Context: an optimization exercise on an open-source flow, tuned for small area, a short achievable clock period and few clock cycles per item. The choices shown serve that exercise and are no tape-out recipe.
At most, simulation tests tie the RTL to the original design; equivalence was not proved.
No functional check of the RTL was part of runs 1 to 4.
Power figures rest on the tool's default switching activity, not on a simulated workload.

==> flow/config.mk <==
export PLATFORM = sky130hd
export DESIGN_NAME = rgb565_hsl_color_classifier
export DESIGN_NICKNAME = rgb565_hsl_color_classifier
export VERILOG_FILES = /design/flow/design.v
export SDC_FILE = /design/flow/constraint.sdc
export NUM_CORES = 4
export LEC_CHECK = 0
export CAP_MARGIN = 20
export CORE_MARGIN = 2
export CORE_UTILIZATION = 40
export CTS_CLUSTER_DIAMETER = 70
export CTS_CLUSTER_SIZE = 25
export PLACE_DENSITY = 0.6
export SETUP_SLACK_MARGIN = 3.5
export SLEW_MARGIN = 20
==> flow/constraint.sdc <==
create_clock -name core_clock -period 6.0 [get_ports {clk}]
set_input_delay 1.2000 -clock core_clock [delete_from_list [all_inputs] [get_ports {clk}]]
set_output_delay 1.2000 -clock core_clock [all_outputs]
set_load 0.01 [all_outputs]
==> flow/design.v <==
package rhc_pkg;
  localparam logic [7:0]  HUE_FULL       = 8'd240;
  localparam logic [16:0] HUE_WRAP       = 17'd65295;
  typedef enum logic [2:0] {
    REG_HUE_LOW    = 3'd0,
    REG_HUE_HIGH   = 3'd1,
    REG_SAT_LOW    = 3'd2,
    REG_SAT_HIGH   = 3'd3,
    REG_LIGHT_LOW  = 3'd4,
    REG_LIGHT_HIGH = 3'd5
  } cfg_reg_t;
endpackage
module rhc_pipe #(
  parameter int W  = 1,
  parameter bit EN = 1'b1
) (
  input  logic         clk,
  input  logic [W-1:0] d,
  output logic [W-1:0] q
);
  if (EN) begin : g_reg
    always_ff @(posedge clk) q <= d;
  end else begin : g_wire
    assign q = d;
  end
endmodule
module rhc_vpipe #(
  parameter bit EN = 1'b1
) (
  input  logic clk,
  input  logic rst_n,
  input  logic d,
  output logic q
);
  if (EN) begin : g_reg
    always_ff @(posedge clk) begin
      if (!rst_n) q <= 1'b0;
      else        q <= d;
    end
  end else begin : g_wire
    assign q = d;
  end
endmodule
import rhc_pkg::*;
module rgb565_hsl_color_classifier (
  input  logic        clk,
  input  logic        rst_n,
  input  logic        start,
  output logic        busy,
  input  logic [15:0] in_pixel,
  output logic        out_valid,
  output logic [7:0]  out_hue,
  output logic [7:0]  out_lightness,
  output logic [7:0]  out_saturation,
  output logic        out_match,
  input  logic        cfg_we,
  input  logic [2:0]  cfg_index,
  input  logic [15:0] cfg_data
);
  logic [15:0] hue_low_r, hue_high_r;
  logic [7:0]  sat_low_r, sat_high_r, light_low_r, light_high_r;
  always_ff @(posedge clk) begin
    if (!rst_n) begin
      hue_low_r    <= 16'd65496;
      hue_high_r   <= 16'd40;
      sat_low_r    <= 8'd90;
      sat_high_r   <= 8'd180;
      light_low_r  <= 8'd0;
      light_high_r <= 8'd80;
    end else if (cfg_we) begin
      case (cfg_index)
        REG_HUE_LOW:    hue_low_r    <= cfg_data;
        REG_HUE_HIGH:   hue_high_r   <= cfg_data;
        REG_SAT_LOW:    sat_low_r    <= cfg_data[7:0];
        REG_SAT_HIGH:   sat_high_r   <= cfg_data[7:0];
        REG_LIGHT_LOW:  light_low_r  <= cfg_data[7:0];
        REG_LIGHT_HIGH: light_high_r <= cfg_data[7:0];
        default: ;
      endcase
    end
  end
  assign busy = 1'b0;
  logic [5:0] cr, cg, cb;
  assign cr = {in_pixel[15:11], 1'b0};
  assign cg = in_pixel[10:5];
  assign cb = {in_pixel[4:0], 1'b0};
  logic        v1;
  logic [15:0] px_1;
  logic        ge_rg_1, ge_rb_1, ge_gb_1;
  always_ff @(posedge clk) begin
    if (!rst_n) v1 <= 1'b0;
    else        v1 <= start;
  end
  always_ff @(posedge clk) begin
    px_1    <= in_pixel;
    ge_rg_1 <= (cr >= cg);
    ge_rb_1 <= (cr >= cb);
    ge_gb_1 <= (cg >= cb);
  end
  logic [5:0] r_1, g_1, b_1, mx, mn, md;
  logic [1:0] sel_a;    
  logic       neg_a;
  logic [5:0] a_b, d_b;
  logic [6:0] s_b;
  always_comb begin
    r_1 = {px_1[15:11], 1'b0};
    g_1 = px_1[10:5];
    b_1 = {px_1[4:0], 1'b0};
    if (ge_rg_1 && ge_rb_1) begin
      mx = r_1;
      sel_a = ge_gb_1 ? 2'd0 : 2'd1;
      neg_a = !ge_gb_1;
      mn = ge_gb_1 ? b_1 : g_1;
      md = ge_gb_1 ? g_1 : b_1;
    end else if (ge_gb_1) begin
      mx = g_1;
      sel_a = 2'd2;
      neg_a = ge_rb_1 && !(r_1 == b_1);    
      mn = ge_rb_1 ? b_1 : r_1;
      md = ge_rb_1 ? r_1 : b_1;
    end else begin
      mx = b_1;
      sel_a = 2'd3;
      neg_a = !ge_rg_1;                     
      mn = ge_rg_1 ? g_1 : r_1;
      md = ge_rg_1 ? r_1 : g_1;
    end
    a_b = md - mn;
    d_b = mx - mn;
    s_b = {1'b0, mx} + {1'b0, mn};
  end
  logic       v2;
  logic [1:0] sel_2;
  logic       neg_2;
  logic [5:0] a_2, d_2;
  logic [6:0] s_2;
  always_ff @(posedge clk) begin
    if (!rst_n) v2 <= 1'b0;
    else        v2 <= v1;
  end
  always_ff @(posedge clk) begin
    {sel_2, neg_2, a_2, d_2, s_2} <= {sel_a, neg_a, a_b, d_b, s_b};
  end
  logic [8:0]  hnum_c;     
  logic [5:0]  hden_c;
  logic [9:0]  d15_c;      
  logic [11:0] snum_c;     
  logic        sflag_c;    
  logic [7:0]  sden_c;
  always_comb begin
    hnum_c = {1'b0, a_2, 2'b0} + {3'b0, a_2};
    hden_c = {d_2[5:1], d_2[0] | (d_2 == 6'd0)};
    d15_c  = {d_2, 4'b0} - {4'b0, d_2};
    sflag_c = !s_2[6] || (s_2[5:0] == 6'd0);
    sden_c = sflag_c ? {s_2 == 7'd0, s_2} : {~s_2[5:0], 2'b11};
    snum_c = sflag_c ? {2'b0, d15_c} : {d15_c, 2'b0};
  end
  function automatic logic [9:0] sub_bk(input logic [8:0] x, input logic [8:0] y,
                                        input int w);
    logic [8:0] p, g, pp, gg;
    logic [9:0] r;
    p  = x ^ ~y;
    g  = x & ~y;
    gg = g;
    pp = p;
    gg[0] = g[0] | p[0];            
    for (int i = 1; (1 << i) <= 16; i++) begin
      for (int j = (1 << i) - 1; j < w; j = j + (1 << i)) begin
        gg[j] = gg[j] | (pp[j] & gg[j - (1 << (i - 1))]);
        pp[j] = pp[j] & pp[j - (1 << (i - 1))];
      end
    end
    for (int i = 4; i > 0; i--) begin
      for (int j = (1 << i) + (1 << (i - 1)) - 1; j < w; j = j + (1 << i)) begin
        gg[j] = gg[j] | (pp[j] & gg[j - (1 << (i - 1))]);
        pp[j] = pp[j] & pp[j - (1 << (i - 1))];
      end
    end
    r = '0;
    r[0] = p[0] ^ 1'b1;
    for (int j = 1; j < w; j++) r[j] = p[j] ^ gg[j-1];
    r[w] = gg[w-1];
    sub_bk = r;
  endfunction
  logic        vr    [9];
  logic [1:0]  selr  [9];
  logic        negr  [9];
  logic        sflr  [9];
  logic [15:0] srem  [9];
  logic [7:0]  sden  [9];
  logic [7:0]  sq    [9];
  logic [11:0] hrem  [9];
  logic [5:0]  hden  [9];
  logic [5:0]  hq    [9];
  always_ff @(posedge clk) begin
    if (!rst_n) vr[0] <= 1'b0;
    else        vr[0] <= v2;
  end
  always_ff @(posedge clk) begin
    selr[0] <= sel_2;
    negr[0] <= neg_2;
    sflr[0] <= sflag_c;
    srem[0][15:4] <= snum_c;
    sden[0] <= sden_c;
    hrem[0][11:3] <= hnum_c;
    hden[0] <= hden_c;
  end
  assign srem[0][3:0] = '0;
  assign hrem[0][2:0] = '0;
  assign sq[0] = '0;
  assign hq[0] = '0;
  logic [7:0] hue_9, light_10;
  logic [7:0] hue_10;
  logic       hue_ok_10;
  for (genvar i = 0; i < 8; i++) begin : g_row
    localparam int SK = 7 - i;
    localparam int HK = 5 - i;
    logic [8:0]  s_top;
    logic [9:0]  s_dif;
    logic        s_take;
    logic [7:0]  s_rem;
    assign s_top  = srem[i][SK+8:SK];
    logic [9:0] s_r;
    assign s_r    = sub_bk(s_top, {1'b0, sden[i]}, 9);
    assign s_dif  = {1'b0, s_r[8:0]};
    assign s_take = s_r[9];
    assign s_rem  = s_take ? s_dif[7:0] : s_top[7:0];
    always_ff @(posedge clk) begin
      if (!rst_n) vr[i+1] <= 1'b0;
      else        vr[i+1] <= vr[i];
    end
    always_ff @(posedge clk) begin
      sq[i+1] <= {sq[i][6:0], s_take};
    end
    if (SK > 0) begin : g_scarry
      always_ff @(posedge clk) begin
        selr[i+1] <= selr[i];
        negr[i+1] <= negr[i];
        sflr[i+1] <= sflr[i];
        sden[i+1] <= sden[i];
        srem[i+1][SK+7:SK] <= s_rem;
      end
      if (SK > 4) begin : g_slo
        always_ff @(posedge clk) srem[i+1][SK-1:4] <= srem[i][SK-1:4];
      end
      if (SK > 0) begin : g_slo0
        assign srem[i+1][(SK > 4 ? 4 : SK)-1:0] = '0;
      end
      assign srem[i+1][15:SK+8] = '0;
    end else begin : g_slast
      assign srem[i+1] = '0;
      assign sden[i+1] = '0;
      assign sflr[i+1] = 1'b0;
      assign selr[i+1] = '0;
      assign negr[i+1] = 1'b0;
    end
    if (i < 6) begin : g_hue
      logic [6:0] h_top;
      logic [7:0] h_dif;
      logic       h_take;
      logic [5:0] h_rem;
      assign h_top  = hrem[i][HK+6:HK];
      logic [9:0] h_r;
      assign h_r    = sub_bk({2'b0, h_top}, {3'b0, hden[i]}, 7);
      assign h_dif  = {1'b0, h_r[6:0]};
      assign h_take = h_r[7];
      assign h_rem  = h_take ? h_dif[5:0] : h_top[5:0];
      always_ff @(posedge clk) hq[i+1] <= {hq[i][4:0], h_take};
      if (HK > 0) begin : g_hcarry
        always_ff @(posedge clk) begin
          hden[i+1] <= hden[i];
          hrem[i+1][HK+5:HK] <= h_rem;
        end
        if (HK > 3) begin : g_hlo
          always_ff @(posedge clk) hrem[i+1][HK-1:3] <= hrem[i][HK-1:3];
        end
        assign hrem[i+1][(HK > 3 ? 3 : HK)-1:0] = '0;
        assign hrem[i+1][11:HK+6] = '0;
      end else begin : g_hlast
        assign hrem[i+1] = '0;
        assign hden[i+1] = '0;
      end
    end else begin : g_hue_done
      assign hrem[i+1] = '0;
      assign hden[i+1] = '0;
      assign hq[i+1]   = '0;
    end
  end
  logic [7:0] ofs_h;
  always_comb begin
    case (selr[6])
      2'd0:    ofs_h = 8'd0;
      2'd1:    ofs_h = 8'd240;
      2'd2:    ofs_h = 8'd80;
      default: ofs_h = 8'd160;
    endcase
    hue_9 = negr[6] ? ofs_h - {2'b0, hq[6]} : ofs_h + {2'b0, hq[6]};
  end
  logic [7:0] hue_r9;
  always_ff @(posedge clk) hue_r9 <= hue_9;
  logic [6:0]  s_rec;
  logic [14:0] light_prod;
  always_comb begin
    s_rec = sflr[7] ? sden[7][6:0] : {1'b1, ~sden[7][7:2]};
    light_prod = {s_rec, 8'b0} - {4'b0, s_rec, 4'b0} + {8'b0, s_rec};   
    light_10 = light_prod[14:7];
  end
  logic       lo_small, hi_small, wrap, lo_top, hi_mid, hi_top;
  logic [7:0] lo_m, hi_m;
  logic       hue_inside, hue_wrap_lo, hue_wrap_hi;
  always_comb begin
    lo_small = (hue_low_r[15:8] == 8'd0);
    hi_small = (hue_high_r[15:8] == 8'd0);
    wrap     = (hue_high_r < hue_low_r);
    lo_top   = (hue_low_r >= 16'hFF0F);             
    lo_m     = hue_low_r[7:0] - 8'h0F;
    hi_mid   = (hue_high_r > 16'd240) && (hue_high_r < 16'd496);
    hi_top   = (hue_high_r >= 16'd496);             
    hi_m     = hue_high_r[7:0] - 8'd240;
    hue_inside  = lo_small && (hue_r9 > hue_low_r[7:0]) &&
                  (!hi_small || (hue_r9 < hue_high_r[7:0]));
    hue_wrap_lo = wrap && ((!hi_small || (hue_r9 < hue_high_r[7:0])) ||
                           !lo_top || (hue_r9 > lo_m));
    hue_wrap_hi = !wrap && (hi_top || (hi_mid && (hue_r9 < hi_m)));
  end
  logic [7:0] light_11;
  always_ff @(posedge clk) begin
    hue_10    <= hue_r9;
    light_11  <= light_10;
    hue_ok_10 <= hue_inside || hue_wrap_lo || hue_wrap_hi;
  end
  logic [7:0] sat_11;
  logic       match_m;
  assign sat_11  = sq[8];
  assign match_m = hue_ok_10 && (light_11 > light_low_r) && (light_11 < light_high_r) &&
                   (sat_11 > sat_low_r) && (sat_11 < sat_high_r);
  always_ff @(posedge clk) begin
    if (!rst_n) out_valid <= 1'b0;
    else        out_valid <= vr[8];
  end
  always_ff @(posedge clk) begin
    out_hue        <= hue_10;
    out_lightness  <= light_11;
    out_saturation <= sat_11;
    out_match      <= match_m;
  end
endmodule
==> flow/run.sh <==
#!/bin/bash
# synth_recipe.tcl (not shown) runs the flow's synth.tcl, then flattens the netlist and writes it again
# the make line also repeats each setting of config.mk as NAME=value (left out here)
make -C /OpenROAD-flow-scripts/flow DESIGN_CONFIG=/design/flow/config.mk WORK_HOME=/design/flow/orfs CLKGATE_MAP_FILE= SYNTH_SCRIPT=/design/flow/synth_recipe.tcl finish
==> results.tsv, run 1 <==
stage	metric	value	unit
placement	dp_hpwl	25400	µm
timing	fmax	414	MHz
setup_path	crit_chain	dlygate4sd2_1	
cts	cts.sinks	468	
yosys	synth_top_family_by_area	adder cells	
global_route	overflow	0	
global_route	grt_max_degree	77	
routing	vias_per_cell	4.84	
routing	wl	34100	µm
yosys	ys_ff_latch	468	
yosys	yosys.area_share.simple	10.5	%
routing	vias	12700	
cts	path_clk_slew	90	ps
yosys	async_reset_ff_share	0	%
yosys	synth_edf_count	0	
yosys	muxShareOfSynthArea	1.35	%
routing	ant_nets	0	
cells_and_area	fillers	4456	
setup_path	crit_slowest_cell	dfxtp_1	
setup_path	crit_required	4800	ps
timing	finalHoldViolCount	0	
cts	cts_tree	yes	
setup_path	start_kind	flop	
yosys	synth_cell_types	56	
cts	clk_path_buf_depth	3	
setup_path	cpPeakStageDelay	360	ps
yosys	synthesis.nets	2234	
worst_hold_path	min_path_type	flop to flop	
yosys	syn_avg_cell_area	9.99	µm²
cts	cts_root_buffer	clkbuf_16	
floorplanning	core-area	47800	µm²
cells_and_area	drive_gt1_share	5.85	%
routing	drt_iter0_drc	598	
routing	drcViolationCount	0	
timing	tns	0	ps
cts	cts_buffers	29	
floorplanning	die_x	224	µm
cts	cts_max_level	1	
setup_path	cpLargestDelayFamily	flip-flops	
timing	setup_violations	0	
floorplanning	rows	80	
setup_path	ff2ff_setup_slack	3580	ps
yosys	yosysWarningCount	50	
cells_and_area	instances_no_fill	2633	
global_route	grt.total_usage	13.7	%
cells_and_area	stdcell_area	21800	µm²
pwr	power	0.0124	W
setup_path	end_kind	output port	
cells_and_area	syn_to_final_growth	12.5	%
timing	slew_headroom	53.8	%
placement	io_buffers	64	
yosys	netlist_instances	1943	
cells_and_area	multi_input_comb_area	9030	µm²
setup_path	critPathBufInv	1	
floorplanning	die_area	50300	µm²
pwr	power.density	568	nW/µm²
setup_path	arrival	1220	ps
floorplanning	die_h	224	µm
global_route	antenna_found_initial	0	
routing	first_pass_iters	5	
timing	worst_pin_slew	692	ps
timing	finalCriticalPeriod	2420	ps
yosys	synth_xor_area_share	3.79	%
cells_and_area	seq_area	9390	µm²
yosys	synth.yosys.seq_area_share	48.2	%
yosys	syn-cell-area	19400	µm²
yosys	synthAdderAreaFrac	18.1	%
setup_path	path_max_fanout	1	
pwr	ir_drop	219	µV
timing	timing.final.crit_share	40.3	%
flow_run	maxCapViolations	0	
floorplanning	top_level_ports	66	
outcome	outcome	complete, no violations	
placement	gp_congestion	0.818	
routing	wire_per_inst	12.9	µm
global_route	grt_pass1_wl	58100	µm
yosys	synth_compound_area_share	12.0	%
cells_and_area	antennaDiodeCount	0	
floorplanning	initial_utilization	40.6	%
placement	dpl_cell_area	20600	µm²
timing	fin_skew	16.0	ps
global_route	grt_pass1_vias	12700	
yosys	yosys_most_used_dff	dfxtp_1	
placement	dp.cells	2575	
timing	rsz0062_at_grt	yes	
cts	clk_latency	580	ps
setup_path	crit_type	flop to output port	
pwr	leakagePower	9.85	nW
timing	drv_slew	0	
cells_and_area	nets	2290	
[area by class of cell]
type                       count  area share, %
sequential                   468           43.0
multi-input combinational   1177           41.3
inverter                     250           4.32
tap                          615           3.52
clock buffer                  29           3.32
timing repair buffer          73           3.12
clock inverter                21           1.39
[state kept, by name, indices dropped and copies added, names as in the netlist, 9 cells and up]
| name | count |
|---|---|
| sq | 36 |
| vr | 9 |
| hue_high_r | 16 |
| g_row.g_hue.h_top | 26 |
| sden | 64 |
| srem | 23 |
| selr | 14 |
| hue_low_r | 16 |
| hq | 21 |
| g_row.s_top | 51 |
| hden | 36 |
| hrem | 16 |
| px_1 | 16 |
[path summary, 6_finish.rpt]
check,start,end,cells after the start
hold / removal,selr[4][1]$_DFF_P_,selr[5][1]$_DFF_P_,0
hold reg to reg,selr[4][1]$_DFF_P_,selr[5][1]$_DFF_P_,0
setup reg to reg,hue_low_r[1]$_SDFFE_PN0P_,hue_ok_10$_DFF_P_,12
setup / recovery,out_valid$_SDFF_PN0_,out_valid,1
[Yosys cell counts, drive strengths merged, types with 9 or more instances]
| master | count | area (µm²) |
|---|---|---|
| or2 | 11 | 68.8 |
| nand2b | 18 | 113 |
| nor2b | 43 | 269 |
| xnor2 | 39 | 342 |
| o21a | 9 | 67.6 |
| fa | 47 | 941 |
| nor2 | 132 | 495 |
| xor2 | 45 | 394 |
| a21oi | 147 | 762 |
| o21ai | 66 | 330 |
| a21o | 31 | 233 |
| buf | 30 | 164 |
| nor4 | 10 | 62.6 |
| nand2 | 138 | 518 |
| a211oi | 16 | 120 |
| ha | 205 | 2560 |
| dfxtp | 468 | 9370 |
| nand3 | 17 | 85.1 |
| mux2i | 25 | 250 |
| nand4 | 17 | 106 |
| a21boi | 41 | 308 |
| clkbuf | 18 | 67.6 |
| inv | 249 | 935 |
| o211ai | 27 | 203 |
| and2 | 30 | 188 |
[routing by layer]
metal	GRT usage (%)	part of all wire [%]	wire length (µm)	vias to the layer above
li1	-	-	-	6500
met1	16.3	44	15000	6000
met2	25.4	50	16900	180
met3	1.83	3.6	1230	51
met4	4.59	2.7	910	0
met5	0	0	0	-
[logic make-up (layout without fill, tap and decap cells)]
logic type	after synthesis	in the layout
DFF	468	468
and+or+nand+nor	436	436
AOI/OAI and AO/OA	378	378
buffers and inverters	298	373
adders and majority gates	252	252
xor gates and xnor gates	84	84
muxes	26	26
other	1	1
[power breakdown]
group / total (W) / internal [W] / switching (W)
sequential: 0.00513 / 0.00439 / 0.000732
clock: 0.00220 / 0.00107 / 0.00113
combinational: 0.00507 / 0.00236 / 0.00272
[layout by cell type, fill, tap and decap left out, types with 8 or more instances in the layout]
| cell | count |
|---|---|
| o21ai_1 | 11 |
| clkdlybuf4s50_1 | 37 |
| nand3_1 | 16 |
| o211ai_1 | 27 |
| buf_4 | 9 |
| ha_1 | 205 |
| nor4_1 | 10 |
| nor2_1 | 130 |
| a21boi_0 | 37 |
| o21ai_0 | 51 |
| o21bai_1 | 8 |
| o21a_1 | 8 |
| a21o_1 | 31 |
| a31oi_1 | 8 |
| xor2_1 | 45 |
| inv_1 | 247 |
| or2_2 | 11 |
| dfxtp_1 | 458 |
| dlygate4sd2_1 | 26 |
| and2_1 | 27 |
| nand4_1 | 17 |
| mux2i_1 | 25 |
| a21oi_1 | 136 |
| clkbuf_16 | 29 |
| xnor2_1 | 38 |
| fa_1 | 42 |
| a211oi_1 | 16 |
| nand2b_1 | 18 |
| nand2_1 | 137 |
| nor2b_1 | 43 |
[metrics by stage]
| stage | setup WS (ps) | utilization, % | hold slack, ps |
|---|---|---|---|
| after floorplan | 3510 | - | 310 |
| after global placement | 2820 | 43.1 | 310 |
| after detailed placement | 2730 | 43.1 | 312 |
| after CTS | 3500 | 45.3 | 322 |
| after global routing | 3400 | 45.7 | 328 |
| final | 3580 | 45.7 | 322 |
[timing repair]
action | 4_1_cts | 5_1_grt
gates resized for setup | 46 | 52
setup buffers | 6 | 2
hold buffers | 0 | 0
endpoints found under the setup margin | 66 | 70
pin swaps | 2 | 12
==> run 2: changes to the inputs <==
--- a/flow/config.mk
+++ b/flow/config.mk
@@ -8,8 +8,8 @@
 export CAP_MARGIN = 20
 export CORE_MARGIN = 2
 export CORE_UTILIZATION = 40
-export CTS_CLUSTER_DIAMETER = 70
-export CTS_CLUSTER_SIZE = 25
+export CTS_CLUSTER_DIAMETER = 90
+export CTS_CLUSTER_SIZE = 32
 export PLACE_DENSITY = 0.6
 export SETUP_SLACK_MARGIN = 3.5
 export SLEW_MARGIN = 20
==> results.tsv, run 2 <==
stage	metric	value	unit	change
timing	rsz0062_at_grt	yes		
placement	dp_hpwl	25400	µm	unchanged
yosys	ys_ff_latch	468		unchanged
routing	wire_per_inst	12.9	µm	-0.59%
cts	clk_latency	550	ps	-30 ps
pwr	ir_drop	226	µV	+3.4%
cells_and_area	drive_gt1_share	5.01	%	-0.84 points
yosys	yosysWarningCount	50		unchanged
yosys	synth_cell_types	56		unchanged
cells_and_area	nets	2279		-0.48%
cells_and_area	antennaDiodeCount	0		unchanged
routing	vias	12600		-1.4%
yosys	yosysMostFrequentCell	dfxtp_1		
cts	cts.sinks	468		unchanged
cells_and_area	syn_to_final_growth	10.4	%	
worst_hold_path	min_path_type	flop to flop		
routing	ant_nets	0		unchanged
timing	worst_pin_slew	672	ps	-19.9 ps
placement	pre_cts_slack	2730	ps	unchanged
floorplanning	die_area	50300	µm²	unchanged
setup_path	crit_required	6440	ps	+1640 ps
timing	finalHoldViolCount	0		unchanged
timing	setup_violations	0		unchanged
pwr	leakagePower	9.65	nW	-2.0%
routing	vias_per_cell	4.80		-0.63%
cells_and_area	layout.cells.most_common	dfxtp_1		
global_route	grt_max_degree	77		unchanged
yosys	synth_top_cells_by_area	dfxtp_1, ha_1, fa_1, inv_1, a21oi_1		
timing	fin_skew	15.1	ps	-0.923 ps
cts	clk_path_buf_depth	3		unchanged
routing	first_pass_iters	5		unchanged
routing	drcViolationCount	0		unchanged
placement	io_buffers	64		unchanged
cts	cts_buffers	20		-31%
timing	fmax	415	MHz	+0.30%
floorplanning	die_h	224	µm	unchanged
cts	cts_tree	yes		
yosys	async_reset_ff_share	0	%	unchanged
yosys	yosys_most_used_dff	dfxtp_1		
cells_and_area	top_register	sden		
pwr	power.density	553	nW/µm²	-2.6%
flow_run	maxCapViolations	0		unchanged
setup_path	crit_type	input pin to flop		
routing	drt_iter0_drc	601		+0.50%
yosys	yosys-top-cells-count	dfxtp_1, inv_1, ha_1		
yosys	netlist_instances	1943		unchanged
timing	tns	0	ps	unchanged
global_route	antenna_found_initial	0		unchanged
setup_path	end_kind	flop		
cells_and_area	layout_common_cells	dfxtp_1, inv_1, ha_1		
setup_path	path_max_fanout	14		+13
timing	finalCriticalPeriod	2410	ps	-7.18 ps
floorplanning	top_level_ports	66		unchanged
yosys	synth.yosys.seq_area_share	48.2	%	unchanged
placement	gp_congestion	0.818		unchanged
cts	cts_max_level	1		unchanged
yosys	syn_avg_cell_area	9.99	µm²	unchanged
floorplanning	initial_utilization	40.6	%	unchanged
yosys	synth_area_leader_cell	dfxtp_1		
floorplanning	core-area	47800	µm²	unchanged
floorplanning	rows	80		unchanged
timing	drv_slew	0		unchanged
timing	timing.final.crit_share	40.2	%	-0.12 points
yosys	yosysTopAreaCellShare	48.2	%	unchanged
global_route	grt.total_usage	13.6	%	-0.20 points
cts	cts_root_buffer	clkbuf_16		
setup_path	arrival	2850	ps	+1630 ps
cts	path_clk_slew	120	ps	+30 ps
timing	slew_headroom	55.2	%	+1.3 points
global_route	grt_pass1_wl	57300	µm	-1.3%
outcome	outcome	complete, no violations		
routing	wl	33600	µm	-1.3%
yosys	synth_edf_count	0		unchanged
yosys	synthesis.nets	2234		unchanged
timing	worst_slack	3590	ps	+7.18 ps
setup_path	start_kind	input pin		
global_route	grt_pass1_vias	12500		-1.2%
yosys	syn-cell-area	19400	µm²	unchanged
cells_and_area	largest_reg_flops	64		unchanged
global_route	overflow	0		unchanged
floorplanning	die_x	224	µm	unchanged
[run 2: worst paths after layout]
check / start / endpoint / slack, ps / cells after the start
hold reg to reg: hq[4][3]$_DFF_P_ / hq[5][4]$_DFF_P_ / 320 / 0
setup / recovery: cfg_we / hue_high_r[11]$_SDFFE_PN0P_ / 3590 / 5
setup reg to reg: hue_low_r[0]$_SDFFE_PN0P_ / hue_ok_10$_DFF_P_ / 3590 / 12
hold / removal: hq[4][3]$_DFF_P_ / hq[5][4]$_DFF_P_ / 320 / 0
[run 2: worst max-delay path, stage by stage]
cell             delay, ps
clkdlybuf4s50_1        530
nor2b_1                380
nand2_1                440
nand2_1                180
a21boi_0               110
[run 2: timing repair]
item,in CTS,in global routing
hold buffers,0,0
gates cloned,0,0
setup buffers,4,2
gates resized for setup,45,54
endpoints found under the setup margin,71,78
pin swaps,1,12
[run 2: logic make-up after synthesis]
group | synth area share [%]
xor gates and xnor gates | 3.79
other | 0.0193
and+or+nand+nor | 10.5
AOI/OAI and AO/OA | 12.0
DFF | 48.2
muxes | 1.35
buffers and inverters | 6.02
adders and majority gates | 18.1
[run 2: power by group]
part	total, W	internal (W)	switching (W)
registers	0.00513	0.00439	0.000732
clock network	0.00164	0.000673	0.000966
logic	0.00509	0.00236	0.00273
total	0.0119	0.00743	0.00443
[run 2: metrics by stage]
stage | instance area [µm²] | utilization, % | power [W] | hold WS [ps] | std cells
floorplan | 19400 | - | 0.00899 | 310 | 1943
global placement | 20600 | 43.1 | 0.0100 | 310 | 2575
detailed placement | 20600 | 43.1 | 0.0103 | 312 | 2575
CTS | 21300 | 44.5 | 0.0119 | 324 | 2611
global route | 21400 | 44.8 | 0.0131 | 327 | 2613
finish | 21400 | 44.8 | 0.0119 | 324 | 2613
[run 2: layer usage]
layer / track usage, % / vias up / share of wire, %
li1: - / 6465 / -
met1: 16.2 / 5873 / 44
met2: 25.2 / 169 / 50
met3: 1.54 / 48 / 3.5
met4: 4.40 / 0 / 2.6
met5: 0 / - / 0
[run 2: layout make-up]
cell class / count / area [µm²]
timing repair buffer: 71 / 666
sequential: 468 / 9390
inverter: 250 / 942
fill: 4498 / 26400
clock inverter: 9 / 96.3
tap: 615 / 769
clock buffer: 23 / 533
multi-input combinational: 1177 / 9040
==> run 3: changes to the inputs <==
--- a/flow/config.mk
+++ b/flow/config.mk
@@ -8,8 +8,8 @@
 export CAP_MARGIN = 20
 export CORE_MARGIN = 2
 export CORE_UTILIZATION = 40
-export CTS_CLUSTER_DIAMETER = 90
-export CTS_CLUSTER_SIZE = 32
+export CTS_CLUSTER_DIAMETER = 80
+export CTS_CLUSTER_SIZE = 28
 export PLACE_DENSITY = 0.6
-export SETUP_SLACK_MARGIN = 3.5
+export SETUP_SLACK_MARGIN = 3.7
 export SLEW_MARGIN = 20
==> results.tsv, run 3 <==
stage	metric	value	unit	change
placement	dp_hpwl	25200	µm	-0.74%
yosys	netlist_instances	1943		unchanged
yosys	synth_cell_types	56		unchanged
routing	wire_per_inst	13.2	µm	+2.2%
placement	dpl_cell_area	20600	µm²	about the same
pwr	ir_drop	217	µV	-4.1%
cts	cts.sinks	468		unchanged
setup_path	crit_slowest_cell	o41ai_4		
setup_path	start_kind	flop		
floorplanning	die_area	50300	µm²	unchanged
timing	rsz0062_at_grt	yes		
yosys	yosysWarningCount	50		unchanged
global_route	antenna_found_initial	0		unchanged
cells_and_area	syn_to_final_growth	13.3	%	
yosys	syn_avg_cell_area	9.99	µm²	unchanged
cts	clk_latency	570	ps	+20 ps
timing	drv_slew	0		unchanged
yosys	yosysTopAreaCellShare	48.2	%	unchanged
placement	gp_congestion	0.798		-2.5%
yosys	ys_ff_latch	468		unchanged
worst_hold_path	min_path_type	flop to flop		
timing	tns	0	ps	unchanged
cts	path_clk_slew	100	ps	-20 ps
routing	vias	12700		+0.96%
timing	worst_pin_slew	674	ps	+1.65 ps
setup_path	end_kind	flop		
cells_and_area	nets	2306		+1.2%
outcome	outcome	complete, no violations		
floorplanning	die_x	224	µm	unchanged
timing	fmax	420	MHz	+1.1%
routing	drt_iter0_drc	635		+5.7%
global_route	grt_pass1_wl	59400	µm	+3.6%
setup_path	crit_chain	inv_4 -> o41ai_4 -> nor3_2 -> xnor2_1 -> ha_1 -> a21oi_2 -> o21ai_2 -> mux2i_1 -> a21o_1 -> nand4_1 -> mux2i_1 -> nand2_1		
timing	slew_headroom	55.1	%	-0.11 points
floorplanning	rows	80		unchanged
yosys	synth_edf_count	0		unchanged
cells_and_area	drive_gt1_share	11.1	%	+6.1 points
setup_path	crit_type	flop to flop		
cells_and_area	largest_reg_flops	64		unchanged
pwr	power.density	571	nW/µm²	+3.3%
floorplanning	core-area	47800	µm²	unchanged
setup_path	cpPeakStageDelay	420	ps	-110 ps
cts	cts_tree	yes		
cts	cts_root_buffer	clkbuf_16		
flow_run	maxCapViolations	0		unchanged
yosys	yosys_most_used_dff	dfxtp_1		
routing	drcViolationCount	0		unchanged
timing	finalHoldViolCount	0		unchanged
cells_and_area	layout_common_cells	dfxtp_1, inv_1, ha_1		
placement	dp.cells	2574		-0.039%
cts	cts_max_level	1		unchanged
placement	io_buffers	64		unchanged
floorplanning	top_level_ports	66		unchanged
floorplanning	initial_utilization	40.6	%	unchanged
yosys	syn-cell-area	19400	µm²	unchanged
cells_and_area	layout.cells.most_common	dfxtp_1		
routing	vias_per_cell	4.79		-0.30%
yosys	synthesis.nets	2234		unchanged
yosys	yosys-top-cells-count	dfxtp_1, inv_1, ha_1		
routing	ant_nets	0		unchanged
setup_path	crit_top_cell	mux2i_1		
yosys	synth.yosys.seq_area_share	48.2	%	unchanged
yosys	yosysMostFrequentCell	dfxtp_1		
setup_path	crit_required	6450	ps	about the same
cells_and_area	instances_no_fill	2646		+1.3%
timing	fin_skew	13.9	ps	-1.12 ps
floorplanning	die_h	224	µm	unchanged
routing	first_pass_iters	5		unchanged
setup_path	arrival	2830	ps	-20 ps
cells_and_area	top_register	sden		
global_route	grt_pass1_vias	13000		+3.3%
yosys	async_reset_ff_share	0	%	unchanged
setup_path	path_max_fanout	4		-10
yosys	synth_area_leader_cell	dfxtp_1		
routing	wl	34800	µm	+3.5%
pwr	leakagePower	9.90	nW	+2.6%
cts	clk_path_buf_depth	3		unchanged
cts	cts_buffers	24		+20%
cells_and_area	antennaDiodeCount	0		unchanged
global_route	grt.total_usage	14.0	%	+0.48 points
timing	finalCriticalPeriod	2380	ps	-26.7 ps
timing	timing.final.crit_share	39.7	%	-0.45 points
timing	setup_violations	0		unchanged
global_route	grt_max_degree	77		unchanged
cells_and_area	stdcell_area	22000	µm²	+2.6%
yosys	synth_top_cells_by_area	dfxtp_1, ha_1, fa_1, inv_1, a21oi_1		
global_route	overflow	0		unchanged
[run 3: cell counts after synthesis]
No cell type changed its count.
[run 3: final cells by class]
class                           count  area [µm²]
Fill cell                        4514       25800
Clock buffer                       30         684
Timing Repair inverter              1        5.00
Clock inverter                     12         131
Multi-Input combinational cell   1177        9260
Sequential cell                   468        9420
Tap cell                          615         769
Timing Repair Buffer               93         796
Inverter                          250         945
[run 3: worst max-delay path, delay by kind of cell, from the launching register on]
family / cells / cell delay (ps)
adders and majority gates: 1 / 300
xor gates and xnor gates: 1 / 200
and+or+nand+nor: 3 / 280
muxes: 2 / 280
buffers and inverters: 1 / 50
DFF: 1 / 390
AOI/OAI and AO/OA: 4 / 780
[run 3: routing by layer]
metal / track usage, % / share of wire, % / up-vias / wire length, µm
met5: 0 / 0 / - / 0
met4: 4.51 / 2.4 / 0 / 847
met3: 1.78 / 3.5 / 50 / 1200
met2: 26.3 / 50 / 162 / 17500
met1: 16.5 / 44 / 5942 / 15200
li1: - / - / 6521 / -
[run 3: cells by family (layout without fill, tap and decap cells)]
family                     Yosys count  in the layout  synth area share, %
buffers and inverters              298            386                 6.02
and+or+nand+nor                    436            436                 10.5
other                                1              1               0.0193
AOI/OAI and AO/OA                  378            378                 12.0
adders and majority gates          252            252                 18.1
xor gates and xnor gates            84             84                 3.79
muxes                               26             26                 1.35
DFF                                468            468                 48.2
[run 3: power breakdown]
| group | internal [W] | switching (W) | total (W) |
|---|---|---|---|
| combinational | 0.00264 | 0.00286 | 0.00550 |
| clock | 0.000859 | 0.00106 | 0.00191 |
| sequential | 0.00440 | 0.000752 | 0.00515 |
| total | 0.00790 | 0.00466 | 0.0126 |
[run 3: worst paths after layout]
path	from	to	slack [ps]	cells past startpoint
max reg2reg	hue_low_r[1]$_SDFFE_PN0P_	hue_ok_10$_DFF_P_	3620	12
min	sq[7][3]$_DFF_P_	sq[8][4]$_DFF_P_	320	0
max	hue_low_r[1]$_SDFFE_PN0P_	hue_ok_10$_DFF_P_	3620	12
min reg2reg	sq[7][3]$_DFF_P_	sq[8][4]$_DFF_P_	320	0
[run 3: through the flow]
step	power, W	hold WS (ps)	worst slack (ps)	util (%)
floorplan	0.00899	310	3670	-
global placement	0.0100	310	2800	43.1
detailed placement	0.0103	312	2710	43.1
CTS	0.0123	326	3560	45.1
global route	0.0138	334	3470	46.0
finish	0.0126	325	3620	46.0
[run 3: repair_timing]
item                                    in CTS  in global routing
endpoints found under the hold margin        0                  0
endpoints found under the setup margin     129                138
hold buffers                                 0                  0
buffers inserted                            12                 17
gates resized for setup                    183                 86
pin swaps                                   19                 37
gates cloned                                 0                  1
==> run 4: changes to the inputs <==
--- a/flow/config.mk
+++ b/flow/config.mk
@@ -11,5 +11,5 @@
 export CTS_CLUSTER_DIAMETER = 80
 export CTS_CLUSTER_SIZE = 28
 export PLACE_DENSITY = 0.6
-export SETUP_SLACK_MARGIN = 3.7
+export SETUP_SLACK_MARGIN = 3.9
 export SLEW_MARGIN = 20
==> results.tsv, run 4 <==
stage	metric	value	unit	change
outcome	outcome	complete, no violations		
global_route	grt_pass1_vias	12700		-2.0%
setup_path	arrival	2800	ps	-30 ps
timing	worst_hold_slack	318	ps	-7.25 ps
global_route	grt.total_usage	14.0	%	-0.016 points
floorplanning	rows	80		unchanged
routing	ant_nets	0		unchanged
floorplanning	core-area	47800	µm²	unchanged
yosys	synth_area_leader_cell	dfxtp_1		
yosys	yosys-top-cells-count	dfxtp_1, inv_1, ha_1		
yosys	yosysWarningCount	50		unchanged
worst_hold_path	min_path_type	flop to flop		
global_route	overflow	0		unchanged
timing	fin_skew	22.0	ps	+8.10 ps
floorplanning	initial_utilization	40.6	%	unchanged
global_route	grt_max_degree	77		unchanged
yosys	yosysMostFrequentCell	dfxtp_1		
yosys	synth_top_family_by_area	adder cells		
yosys	async_reset_ff_share	0	%	unchanged
cells_and_area	largest_reg_flops	64		unchanged
setup_path	start_kind	flop		
routing	vias	13000		+2.4%
setup_path	path_max_fanout	3		-1
cts	cts_root_buffer	clkbuf_16		
floorplanning	die_area	50300	µm²	unchanged
cts	cts.sinks	468		unchanged
timing	tns	0	ps	unchanged
yosys	synth_cell_types	56		unchanged
cts	clk_path_buf_depth	3		unchanged
yosys	synth.yosys.seq_area_share	48.2	%	unchanged
cts	cts_buffers	24		unchanged
cells_and_area	nets	2361		+2.4%
pwr	power.share.clock	14.3	%	-0.9 points
global_route	antenna_found_initial	0		unchanged
setup_path	r2r_start	hue_low_r[0]$_SDFFE_PN0P_		
cells_and_area	drive_gt1_share	18.6	%	+7.5 points
pwr	ir_drop	245	µV	+13%
cts	path_clk_slew	100	ps	about the same
yosys	yosysTopAreaCellShare	48.2	%	unchanged
timing	setup_violations	0		unchanged
yosys	synth_edf_count	0		unchanged
timing	timing.final.crit_share	38.9	%	-0.79 points
yosys	synth_compound_area_share	12.0	%	unchanged
floorplanning	die_x	224	µm	unchanged
yosys	yosys_most_used_dff	dfxtp_1		
yosys	synthAdderAreaFrac	18.1	%	unchanged
pwr	combPwrFrac	47.8	%	+4.1 points
cells_and_area	layout_common_cells	dfxtp_1, inv_1, ha_1		
yosys	synth_top_cells_by_area	dfxtp_1, ha_1, fa_1, inv_1, a21oi_1		
yosys	synthesis.nets	2234		unchanged
pwr	power.density	589	nW/µm²	+3.2%
setup_path	crit_required	6460	ps	about the same
cells_and_area	layout.cells.most_common	dfxtp_1		
yosys	synth_xor_area_share	3.79	%	unchanged
timing	slew_headroom	55.7	%	+0.59 points
cells_and_area	top_register	sden		
yosys	netlist_instances	1943		unchanged
pwr	swShare	37.3	%	+0.17 points
timing	finalCriticalPeriod	2340	ps	-47.3 ps
cts	cts_tree	yes		
yosys	ys_ff_latch	468		unchanged
routing	wl	36900	µm	+6.0%
routing	drcViolationCount	0		unchanged
placement	gp_congestion	0.843		+5.7%
worst_hold_path	min_from	hrem[0][4]$_DFF_P_		
cells_and_area	fillers	4341		-3.8%
pwr	p_int	0.00860	W	+8.8%
pwr	leakagePower	10.3	nW	+4.5%
cts	cts_max_level	1		unchanged
timing	finalHoldViolCount	0		unchanged
routing	vias_per_cell	4.81		+0.38%
yosys	muxShareOfSynthArea	1.35	%	unchanged
routing	wire_per_inst	13.7	µm	+3.9%
cts	cts_hold_buffers	0		unchanged
cts	clk_latency	580	ps	about the same
cells_and_area	syn_to_final_growth	19.8	%	
yosys	yosys.area_share.simple	10.5	%	unchanged
routing	first_pass_iters	5		unchanged
pwr	power_frac_seq	38.0	%	-3.0 points
pwr	switchingPower	0.00511	W	+9.6%
flow_run	maxCapViolations	0		unchanged
setup_path	worstSetupStartpoint	hue_low_r[0]$_SDFFE_PN0P_		
routing	drt_iter0_drc	662		+4.3%
yosys	syn-cell-area	19400	µm²	unchanged
timing	drv_slew	0		unchanged
setup_path	crit_type	flop to flop		
timing	fmax	428	MHz	+2.0%
placement	io_buffers	64		unchanged
setup_path	end_kind	flop		
global_route	grt_pass1_wl	59300	µm	-0.12%
timing	rsz0062_at_grt	yes		
yosys	syn_avg_cell_area	9.99	µm²	unchanged
floorplanning	die_h	224	µm	unchanged
placement	dp_hpwl	25300	µm	+0.59%
timing	worst_pin_slew	665	ps	-8.88 ps
floorplanning	top_level_ports	66		unchanged
cells_and_area	antennaDiodeCount	0		unchanged
[run 4: cell count changes in the layout (fill, tap and decap cells not counted), moves of 8 or more]
cell,previous run,this run
a21oi_1,129,103
dfxtp_2,12,28
dfxtp_1,447,430
fa_1,35,27
a21oi_2,12,36
buf_4,26,68
buf_6,2,12
fa_2,12,20
nor2_4,1,19
ha_1,196,186
nor2_1,129,108
buf_2,24,16
ha_4,2,13
[run 4: cell families (layout without fill, tap and decap cells)]
kind of cell	Yosys count	count (layout)
AO/OA/AOI/OAI	378	378
XOR/XNOR	84	84
adder cells (fa/ha/maj)	252	252
buffers and inverters	298	436
flip-flops	468	468
multiplexers	26	26
other	1	1
AND/OR/NAND/NOR	436	439
[run 4: final timing paths]
path                                      to  slack (ps)  depth (start not counted)
max                        hue_ok_10$_DFF_P_        3660                         12
min          g_row[1].g_hue.h_top[0]$_DFF_P_         320                          0
max reg2reg                hue_ok_10$_DFF_P_        3660                         12
min reg2reg  g_row[1].g_hue.h_top[0]$_DFF_P_         320                          0
[run 4: what timing repair did]
action / in CTS / in global routing
cloned: 0 / 8
gates resized for setup: 217 / 162
pin swaps: 44 / 52
setup buffers: 25 / 52
endpoints found under the setup margin: 185 / 189
[run 4: area by class of cell]
type,instances,area [µm²],area share (%)
repair buffers,146,1390,5.97
multi-input cells,1180,9870,42.4
clock inverters,13,194,0.833
clock buffers,27,643,2.76
inverters,250,963,4.14
flip-flops and latches,468,9440,40.6
well taps,615,769,3.31
[run 4: worst max-delay path: stages (launching register included)]
cell and delay (ps):
dfxtp_4 400, buf_4 130, ha_2 200, nand3_2 100
and3_4 210, xnor2_2 120, ha_1 290, nand4_1 120
mux2i_1 190, a21o_1 120, nand4_1 90, mux2i_1 140
nand2_1 90
[run 4: metrics by stage]
stage | area (µm²) | cells | power [W] | util (%) | setup WS (ps)
2_1_floorplan | 19700 | 1943 | 0.00908 | - | 3750
3_3_place_gp | 20800 | 2574 | 0.0101 | 43.5 | 2970
3_5_place_dp | 20800 | 2574 | 0.0104 | 43.5 | 2850
4_1_cts | 22100 | 2639 | 0.0127 | 46.1 | 3680
5_1_grt | 23300 | 2699 | 0.0150 | 48.6 | 3540
6_report | 23300 | 2699 | 0.0137 | 48.6 | 3660
[run 4: per-layer routing]
metal	wire, µm	global-route usage, %
met5	0	0
met4	898	3.85
met3	1120	2.00
met2	18800	26.2
met1	16100	16.7
[run 4: power by group through the flow]
stage                     Combinational, W  Clock, W  Sequential [W]
after detailed placement           0.00511         0         0.00526
after global placement             0.00490         0         0.00523
final                              0.00655   0.00196         0.00520
after floorplan                    0.00408         0         0.00500
after CTS                          0.00550   0.00203         0.00520
after global routing               0.00749   0.00213         0.00537
==> run 5: changes to the inputs <==
--- a/flow/design.v
+++ b/flow/design.v
@@ -1,6 +1,5 @@
 package rhc_pkg;
   localparam logic [7:0]  HUE_FULL       = 8'd240;
-  localparam logic [16:0] HUE_WRAP       = 17'd65295;
   typedef enum logic [2:0] {
     REG_HUE_LOW    = 3'd0,
     REG_HUE_HIGH   = 3'd1,
@@ -305,29 +304,43 @@
     light_prod = {s_rec, 8'b0} - {4'b0, s_rec, 4'b0} + {8'b0, s_rec};   
     light_10 = light_prod[14:7];
   end
-  logic       lo_small, hi_small, wrap, lo_top, hi_mid, hi_top;
-  logic [7:0] lo_m, hi_m;
-  logic       hue_inside, hue_wrap_lo, hue_wrap_hi;
+  logic [8:0] hue_e, hue_c;
+  logic       hue_and;
+  logic       lo_hi0, hi_hi0, lo_ff;
   always_comb begin
-    lo_small = (hue_low_r[15:8] == 8'd0);
-    hi_small = (hue_high_r[15:8] == 8'd0);
-    wrap     = (hue_high_r < hue_low_r);
-    lo_top   = (hue_low_r >= 16'hFF0F);             
-    lo_m     = hue_low_r[7:0] - 8'h0F;
-    hi_mid   = (hue_high_r > 16'd240) && (hue_high_r < 16'd496);
-    hi_top   = (hue_high_r >= 16'd496);             
-    hi_m     = hue_high_r[7:0] - 8'd240;
-    hue_inside  = lo_small && (hue_r9 > hue_low_r[7:0]) &&
-                  (!hi_small || (hue_r9 < hue_high_r[7:0]));
-    hue_wrap_lo = wrap && ((!hi_small || (hue_r9 < hue_high_r[7:0])) ||
-                           !lo_top || (hue_r9 > lo_m));
-    hue_wrap_hi = !wrap && (hi_top || (hi_mid && (hue_r9 < hi_m)));
+    lo_hi0 = (hue_low_r[15:8] == 8'h00);
+    hi_hi0 = (hue_high_r[15:8] == 8'h00);
+    lo_ff  = (hue_low_r[15:8] == 8'hFF);
+    if (hue_high_r < hue_low_r) begin
+      hue_and = 1'b0;
+      hue_c   = hi_hi0 ? {1'b0, hue_high_r[7:0]} : 9'd256;
+      hue_e   = (lo_ff && hue_low_r[7:0] >= 8'd15) ? {1'b0, hue_low_r[7:0] - 8'd14} : 9'd0;
+    end else begin
+      hue_and = hi_hi0 && hue_high_r[7:0] <= 8'd240;
+      hue_e   = lo_hi0 ? {1'b0, hue_low_r[7:0]} + 9'd1 : 9'd256;
+      if (hi_hi0 && hue_high_r[7:0] <= 8'd240)
+        hue_c = {1'b0, hue_high_r[7:0]};
+      else if (hue_high_r[15:9] == 7'd0 && hue_high_r[8:0] < 9'd496)
+        hue_c = hue_high_r[8:0] - 9'd240;
+      else
+        hue_c = 9'd256;
+    end
   end
+  logic [8:0] hue_e_r, hue_c_r;
+  logic       hue_and_r;
+  always_ff @(posedge clk) begin
+    hue_e_r   <= hue_e;
+    hue_c_r   <= hue_c;
+    hue_and_r <= hue_and;
+  end
+  logic hue_ge, hue_lt;
+  assign hue_ge = {1'b0, hue_r9} >= hue_e_r;
+  assign hue_lt = {1'b0, hue_r9} <  hue_c_r;
   logic [7:0] light_11;
   always_ff @(posedge clk) begin
     hue_10    <= hue_r9;
     light_11  <= light_10;
-    hue_ok_10 <= hue_inside || hue_wrap_lo || hue_wrap_hi;
+    hue_ok_10 <= hue_and_r ? (hue_ge && hue_lt) : (hue_ge || hue_lt);
   end
   logic [7:0] sat_11;
   logic       match_m;
--- a/flow/config.mk
+++ b/flow/config.mk
@@ -11,5 +11,5 @@
 export CTS_CLUSTER_DIAMETER = 80
 export CTS_CLUSTER_SIZE = 28
 export PLACE_DENSITY = 0.6
-export SETUP_SLACK_MARGIN = 3.9
+export SETUP_SLACK_MARGIN = 3.7
 export SLEW_MARGIN = 20
==> results.tsv, run 5 <==
stage	metric	value	unit	change
routing	first_pass_iters	7		+2
placement	dp_hpwl	25700	µm	+1.2%
routing	wire_per_inst	13.0	µm	-4.8%
cells_and_area	instances_no_fill	2726		+1.0%
yosys	syn-cell-area	19900	µm²	+2.4%
routing	drcViolationCount	0		unchanged
yosys	muxShareOfSynthArea	2.35	%	+1.0 points
cts	cts_hold_buffers	0		unchanged
routing	vias	12900		-0.79%
floorplanning	core-area	49000	µm²	+2.3%
timing	timing.final.crit_share	37.9	%	-1.1 points
cts	cts.sinks	487		+4.1%
timing	worst_slack	3730	ps	+63.1 ps
timing	finalCriticalPeriod	2270	ps	-63.1 ps
pwr	power.density	561	nW/µm²	-4.7%
worst_hold_path	min_path_type	flop to flop		
yosys	synth_top_family_by_area	adder cells		
timing	finalHoldViolCount	0		unchanged
cts	cts_max_level	1		unchanged
cts	path_clk_slew	110	ps	about the same
setup_path	crit_required	6470	ps	about the same
setup_path	path_max_fanout	2		-1
cells_and_area	layout.cells.most_common	dfxtp_1		
timing	setup_violations	0		unchanged
yosys	synth_edf_count	0		unchanged
global_route	grt.total_usage	13.8	%	-0.17 points
routing	drt_iter0_drc	590		-11%
cts	cts_buffers	24		unchanged
cells_and_area	drive_gt1_share	13.5	%	-5.1 points
yosys	ys_ff_latch	487		+4.1%
timing	worst_pin_slew	796	ps	+131 ps
yosys	yosysTopAreaCellShare	49.0	%	+0.80 points
timing	worst_hold_slack	314	ps	-3.92 ps
timing	slew_headroom	46.4	%	-9.2 points
floorplanning	top_level_ports	66		unchanged
cts	cts_root_buffer	clkbuf_16		
global_route	overflow	0		unchanged
setup_path	critPathCapture	g_row[1].s_top[7]$_DFF_P_		
cells_and_area	layout_common_cells	dfxtp_1, inv_1, ha_1		
yosys	yosys.area_share.simple	10.3	%	-0.20 points
pwr	ir_drop	246	µV	+0.54%
cells_and_area	nets	2326		-1.5%
floorplanning	die_x	227	µm	+1.2%
setup_path	end_kind	flop		
timing	fmax	440	MHz	+2.8%
floorplanning	rows	81		+1.3%
yosys	synth_area_leader_cell	dfxtp_1		
yosys	synth.yosys.seq_area_share	49.0	%	+0.80 points
global_route	grt_pass1_vias	12700		+0.37%
yosys	synth_xor_area_share	3.35	%	-0.44 points
placement	pre_cts_slack	2770	ps	-82.2 ps
setup_path	worstSetupStartpoint	srem[0][7]$_DFF_P_		
outcome	outcome	complete, no violations		
yosys	synthesis.nets	2237		+0.13%
timing	fin_skew	19.8	ps	-2.24 ps
timing	tns	0	ps	unchanged
global_route	grt_max_degree	77		unchanged
routing	vias_per_cell	4.72		-1.8%
cells_and_area	syn_to_final_growth	13.7	%	
floorplanning	die_h	227	µm	+1.2%
yosys	yosys_most_used_dff	dfxtp_1		
pwr	leakagePower	9.99	nW	-3.4%
yosys	synth_top_cells_by_area	dfxtp_1, ha_1, fa_1, inv_1, a21oi_1		
cells_and_area	largest_reg_flops	64		unchanged
yosys	yosysMostFrequentCell	dfxtp_1		
yosys	synth_compound_area_share	12.3	%	+0.24 points
floorplanning	initial_utilization	40.6	%	about the same
yosys	synth_cell_types	80		+43%
cts	clk_latency	570	ps	about the same
global_route	antenna_found_initial	0		unchanged
cts	cts_tree	yes		
yosys	yosys-top-cells-count	dfxtp_1, inv_1, ha_1		
routing	wl	35500	µm	-3.8%
placement	gp_congestion	0.797		-5.5%
cells_and_area	antennaDiodeCount	0		unchanged
placement	dp.cells	2639		+2.5%
placement	io_buffers	64		unchanged
timing	rsz0062_at_grt	yes		
yosys	syn_avg_cell_area	10.2	µm²	+1.6%
setup_path	arrival	2740	ps	-60 ps
yosys	async_reset_ff_share	0	%	unchanged
setup_path	crit_type	flop to flop		
flow_run	maxCapViolations	0		unchanged
setup_path	start_kind	flop		
setup_path	ff2ff_setup_slack	3730	ps	+60 ps
timing	drv_slew	0		unchanged
yosys	yosysWarningCount	50		unchanged
cts	clk_path_buf_depth	3		unchanged
cells_and_area	top_register	sden		
cells_and_area	fillers	4573		+5.3%
cells_and_area	fin_util	46.2	%	-2.5 points
floorplanning	die_area	51500	µm²	+2.3%
yosys	synthAdderAreaFrac	16.9	%	-1.1 points
setup_path	r2r_start	srem[0][7]$_DFF_P_		
setup_path	regToRegEndpoint	g_row[1].s_top[7]$_DFF_P_		
routing	ant_nets	0		unchanged
global_route	grt_pass1_wl	59300	µm	about the same
yosys	netlist_instances	1958		+0.77%
setup_path	timing.reg2reg.worst_path_depth	10		-2
[run 5: cell count changes after synthesis, sizes merged, moves of 18 or more]
cell | previous run | this run
nor2 | 132 | 114
xor2 | 45 | 25
dfxtp | 468 | 487
nand2 | 138 | 162
mux2 | 1 | 21
a21oi | 147 | 129
[run 5: where the power goes]
part,leakage (nW),internal (W),total (W),switching (W)
clock network,0.385,0.000854,0.00192,0.00106
logic,5.54,0.00275,0.00552,0.00277
registers,4.07,0.00454,0.00525,0.000711
total,9.99,0.00814,0.0127,0.00454
[run 5: how the worst min path moves through the flow]
| stage | startpoint | end | depth (start not counted) |
|---|---|---|---|
| floorplan | hrem[0][4]$_DFF_P_ | g_row[1].g_hue.h_top[0]$_DFF_P_ | 0 |
| global placement | sq[3][0]$_DFF_P_ | sq[4][1]$_DFF_P_ | 0 |
| detailed placement | negr[2]$_DFF_P_ | negr[3]$_DFF_P_ | 0 |
| CTS | hq[5][4]$_DFF_P_ | hq[6][5]$_DFF_P_ | 0 |
| global route | hq[5][4]$_DFF_P_ | hq[6][5]$_DFF_P_ | 0 |
| finish | sq[4][3]$_DFF_P_ | sq[5][4]$_DFF_P_ | 0 |
[run 5: repair_timing]
action / in CTS / in global routing
pin swaps: 17 / 37
resized for setup: 186 / 84
buffers inserted: 15 / 30
endpoints found under the setup margin: 154 / 117
cloned: 1 / 0
[run 5: area by class of cell]
cell class	count	area (µm²)	area share (%)
Sequential cell	487	9800	43.4
Multi-Input combinational cell	1175	9330	41.3
Inverter	246	931	4.12
Timing Repair Buffer	113	911	4.03
Tap cell	664	831	3.68
Clock buffer	29	651	2.88
Clock inverter	12	145	0.642
[run 5: through the flow]
stage	power [W]	instance area [µm²]
after floorplan	0.00911	19900
after global placement	0.0102	21200
after detailed placement	0.0104	21200
after CTS	0.0126	22100
after global routing	0.0139	22600
final	0.0127	22600
[run 5: routing by layer]
| layer | global-route usage, % | up-vias | share of wire, % |
|---|---|---|---|
| met1 | 17.4 | 6013 | 46 |
| met4 | 4.07 | 0 | 2.6 |
| met2 | 24.6 | 176 | 48 |
| met5 | 0 | - | 0 |
| li1 | - | 6630 | - |
| met3 | 1.89 | 56 | 3.4 |
[run 5: worst max-delay path: stages, from the launching register on]
cell,delay [ps]
dfxtp_2,340
inv_2,40
ha_4,150
fa_2,390
nor2b_1,120
o21ai_1,100
a21boi_1,190
o21ai_2,100
nor2b_4,130
fa_2,560
a21oi_2,40
[run 5: kinds of logic (layout without fill, tap and decap cells)]
logic type               after synthesis  after routing
adder cells (fa/ha/maj)              241            241
XOR/XNOR                              76             76
AO/OA/AOI/OAI                        377            378
AND/OR/NAND/NOR                      435            435
flip-flops                           487            487
buffers and inverters                297            400
other                                  1              1
multiplexers                          44             44
Testbench counts of run 5, summed over its fixed seeds: cycles 24,096, pixels 24,000.
==> run 6: changes to the inputs <==
--- a/flow/config.mk
+++ b/flow/config.mk
@@ -11,5 +11,5 @@
 export CTS_CLUSTER_DIAMETER = 80
 export CTS_CLUSTER_SIZE = 28
 export PLACE_DENSITY = 0.6
-export SETUP_SLACK_MARGIN = 3.7
+export SETUP_SLACK_MARGIN = 3.9
 export SLEW_MARGIN = 20
==> results.tsv, run 6 <==
stage	metric	value	unit	change
worst_hold_path	hold_depth	0		unchanged
global_route	grt_pass1_wl	62000	µm	+4.7%
yosys	netlist_instances	1958		unchanged
cells_and_area	nets	2366		+1.7%
cts	clk_latency	580	ps	about the same
worst_hold_path	min_path_type	flop to flop		
floorplanning	top_level_ports	66		unchanged
timing	timing.final.crit_share	37.6	%	-0.31 points
setup_path	crit_slowest_cell	dfxtp_2		
timing	tns	0	ps	unchanged
timing	finalHoldViolCount	0		unchanged
timing	rsz0062_at_grt	yes		
setup_path	r2r_start	ge_rb_1$_DFF_P_		
setup_path	crit_type	flop to output port		
cells_and_area	drive_gt1_share	23.0	%	+9.5 points
floorplanning	die_area	51500	µm²	unchanged
setup_path	path_max_fanout	1		-1
global_route	antenna_found_initial	0		unchanged
timing	setup_violations	0		unchanged
yosys	ys_ff_latch	487		unchanged
routing	first_pass_iters	5		-2
yosys	synth_edf_count	0		unchanged
setup_path	arrival	1050	ps	-1690 ps
setup_path	timing.reg2reg.worst_path_depth	10		unchanged
yosys	yosysTopAreaCellShare	49.0	%	unchanged
setup_path	end_kind	output port		
pwr	ir_drop	278	µV	+13%
cts	cts_buffers	26		+8.3%
yosys	yosys-top-cells-count	dfxtp_1, inv_1, ha_1		
outcome	outcome	complete, no violations		
timing	fmax	444	MHz	+0.84%
floorplanning	die_x	227	µm	unchanged
setup_path	cpLargestDelayFamily	flip-flops		
yosys	synth_cell_types	80		unchanged
flow_run	maxCapViolations	0		unchanged
yosys	syn_avg_cell_area	10.2	µm²	unchanged
floorplanning	die_h	227	µm	unchanged
routing	vias	13300		+3.0%
placement	io_buffers	64		unchanged
floorplanning	core-area	49000	µm²	unchanged
pwr	leakagePower	10.5	nW	+4.6%
cells_and_area	top_register	sden		
cts	cts_max_level	1		unchanged
yosys	syn-cell-area	19900	µm²	unchanged
pwr	power	0.0138	W	+8.9%
routing	vias_per_cell	4.79		+1.4%
yosys	synthesis.nets	2237		unchanged
global_route	grt.total_usage	14.6	%	+0.74 points
cells_and_area	syn_to_final_growth	20.7	%	
setup_path	regToRegEndpoint	a_2[5]$_DFF_P_		
routing	wire_per_inst	13.8	µm	+5.9%
cts	cts.sinks	487		unchanged
timing	worst_pin_slew	805	ps	+8.79 ps
setup_path	critPathBufInv	1		unchanged
routing	ant_nets	0		unchanged
cells_and_area	layout.cells.most_common	dfxtp_1		
timing	slew_headroom	45.8	%	-0.59 points
yosys	synth_area_leader_cell	dfxtp_1		
pwr	power.density	576	nW/µm²	+2.6%
timing	finalCriticalPeriod	2250	ps	-18.9 ps
setup_path	crit_chain	buf_6		
routing	wl	38200	µm	+7.6%
cts	cts_root_buffer	clkbuf_16		
cts	path_clk_slew	100	ps	about the same
routing	drcViolationCount	0		unchanged
worst_hold_path	min_from	hrem[1][3]$_DFF_P_		
placement	dp_hpwl	26500	µm	+3.2%
cells_and_area	fillers	4418		-3.4%
setup_path	cpPeakStageDelay	370	ps	-190 ps
setup_path	ff2ff_setup_slack	3790	ps	+60 ps
cells_and_area	multi_input_comb_area	10100	µm²	+8.6%
cells_and_area	layout_common_cells	dfxtp_1, inv_1, ha_1		
cells_and_area	antennaDiodeCount	0		unchanged
global_route	grt_max_degree	77		unchanged
placement	gp_congestion	0.806		+1.1%
setup_path	crit_required	4800	ps	-1670 ps
floorplanning	initial_utilization	40.6	%	unchanged
yosys	async_reset_ff_share	0	%	unchanged
timing	drv_slew	0		unchanged
timing	fin_skew	13.8	ps	-6.02 ps
yosys	yosysWarningCount	50		unchanged
global_route	grt_pass1_vias	13100		+2.8%
yosys	synth_top_cells_by_area	dfxtp_1, ha_1, fa_1, inv_1, a21oi_1		
floorplanning	rows	81		unchanged
global_route	overflow	0		unchanged
worst_hold_path	whs_endpoint	g_row[2].g_hue.h_top[0]$_DFF_P_		
cts	clk_path_buf_depth	3		unchanged
routing	drt_iter0_drc	666		+13%
cells_and_area	largest_reg_flops	64		unchanged
cts	cts_tree	yes		
yosys	synth.yosys.seq_area_share	49.0	%	unchanged
cells_and_area	seq_area	9840	µm²	+0.38%
yosys	yosysMostFrequentCell	dfxtp_1		
setup_path	start_kind	flop		
yosys	yosys_most_used_dff	dfxtp_1		
-- run 6: where the power goes --
part,switching (W),internal [W]
clock network,0.00115,0.000880
logic,0.00312,0.00335
registers,0.000762,0.00455
total,0.00503,0.00878
-- run 6: cell type report --
type / count / share of cell area [%]
Sequential cell: 487 / 41.0
Clock buffer: 28 / 2.83
Inverter: 246 / 4.03
Clock inverter: 18 / 0.788
Tap cell: 664 / 3.46
Multi-Input combinational cell: 1176 / 42.3
Timing Repair Buffer: 150 / 5.59
-- run 6: stage by stage --
| step | instances | util, % | worst slack [ps] | hold slack, ps | instance area (µm²) |
|---|---|---|---|---|---|
| 2_1_floorplan | 1958 | - | 3840 | 310 | 20000 |
| 6_report | 2769 | 49.0 | 3750 | 321 | 24000 |
| 4_1_cts | 2728 | 46.7 | 3700 | 326 | 22900 |
| 3_5_place_dp | 2639 | 43.5 | 2880 | 312 | 21300 |
| 5_1_grt | 2769 | 49.0 | 3680 | 332 | 24000 |
| 3_3_place_gp | 2639 | 43.5 | 2980 | 311 | 21300 |
-- run 6: kinds of logic after synthesis --
| group | Yosys count | share of synthesized area (%) |
|---|---|---|
| AOI/OAI and AO/OA | 377 | 12.3 |
| adders and majority gates | 241 | 16.9 |
| muxes | 44 | 2.35 |
| other | 1 | 0.0189 |
| and+or+nand+nor | 435 | 10.3 |
| xor gates and xnor gates | 76 | 3.35 |
| DFF | 487 | 49.0 |
| buffers and inverters | 297 | 5.75 |
-- run 6: how the worst max path moves through the flow --
stage,startpoint,endpoint,slack (ps),cells after the start
floorplan,ge_rb_1$_DFF_P_,a_2[5]$_DFF_P_,3840,10
global placement,in_pixel[11],ge_rg_1$_DFF_P_,2980,9
detailed placement,cfg_we,hue_low_r[5]$_SDFFE_PN0P_,2880,5
CTS,out_match$_DFF_P_,out_match,3700,1
global route,g_row[3].s_top[0]$_DFF_P_,g_row[4].s_top[8]$_DFF_P_,3680,11
finish,out_saturation[1]$_DFF_P_,out_saturation[1],3750,1
-- run 6: timing repair --
action / CTS / global route
gates resized for setup: 287 / 235
pin swaps: 41 / 81
setup endpoints to repair: 196 / 191
gates cloned: 0 / 2
hold buffers: 0 / 0
buffers inserted: 43 / 39
-- run 6: metal layers --
metal  routed length (µm)  global-route usage, %  up-vias  part of all wire (%)
li1                     -                      -     6738                     -
met1                17000                   18.1     6281                    44
met2                19200                   26.5      182                    50
met3                 1120                   1.70       59                   2.9
met4                  911                   4.14        0                   2.4
met5                    0                      0        -                     0

[what the ideal ports hide]
No port has a modelled driver above. Below, the same layouts with a new extraction and two added sets of constraints. Step 1: set_driving_cell puts a clkbuf_16 on clk and a buf_2 on each other input, an assumption about the parent block. Step 2, shift: input delay + t, output delay - t, t = (earliest + latest rising clock arrival at the registers) / 2. This alone moves slack from input paths to output paths. Three values: ideal ports, drivers, drivers and shift; two values: the first two.
run | t (ns) | setup slack, ns | worst data-port slew with drivers (ns)
run 1 | 0.632 | 3.583 / 3.522 / 3.004 | 0.04
run 2 | 0.599 | 3.590 / 3.547 / 3.015 | 0.04
run 3 | 0.619 | 3.617 / 3.617 / 3.180 | 0.04
run 4 | 0.619 | 3.664 / 3.664 / 3.384 | 0.04
run 5 | 0.621 | 3.727 / 3.687 / 3.174 | 0.04
run 6 | 0.629 | 3.746 / 3.690 / 3.426 | 0.04
After both steps setup and hold are still met in every run listed. The setup slack of run 1, which loses most, moves by -0.061 ns with the drivers and by -0.579 ns with both steps.
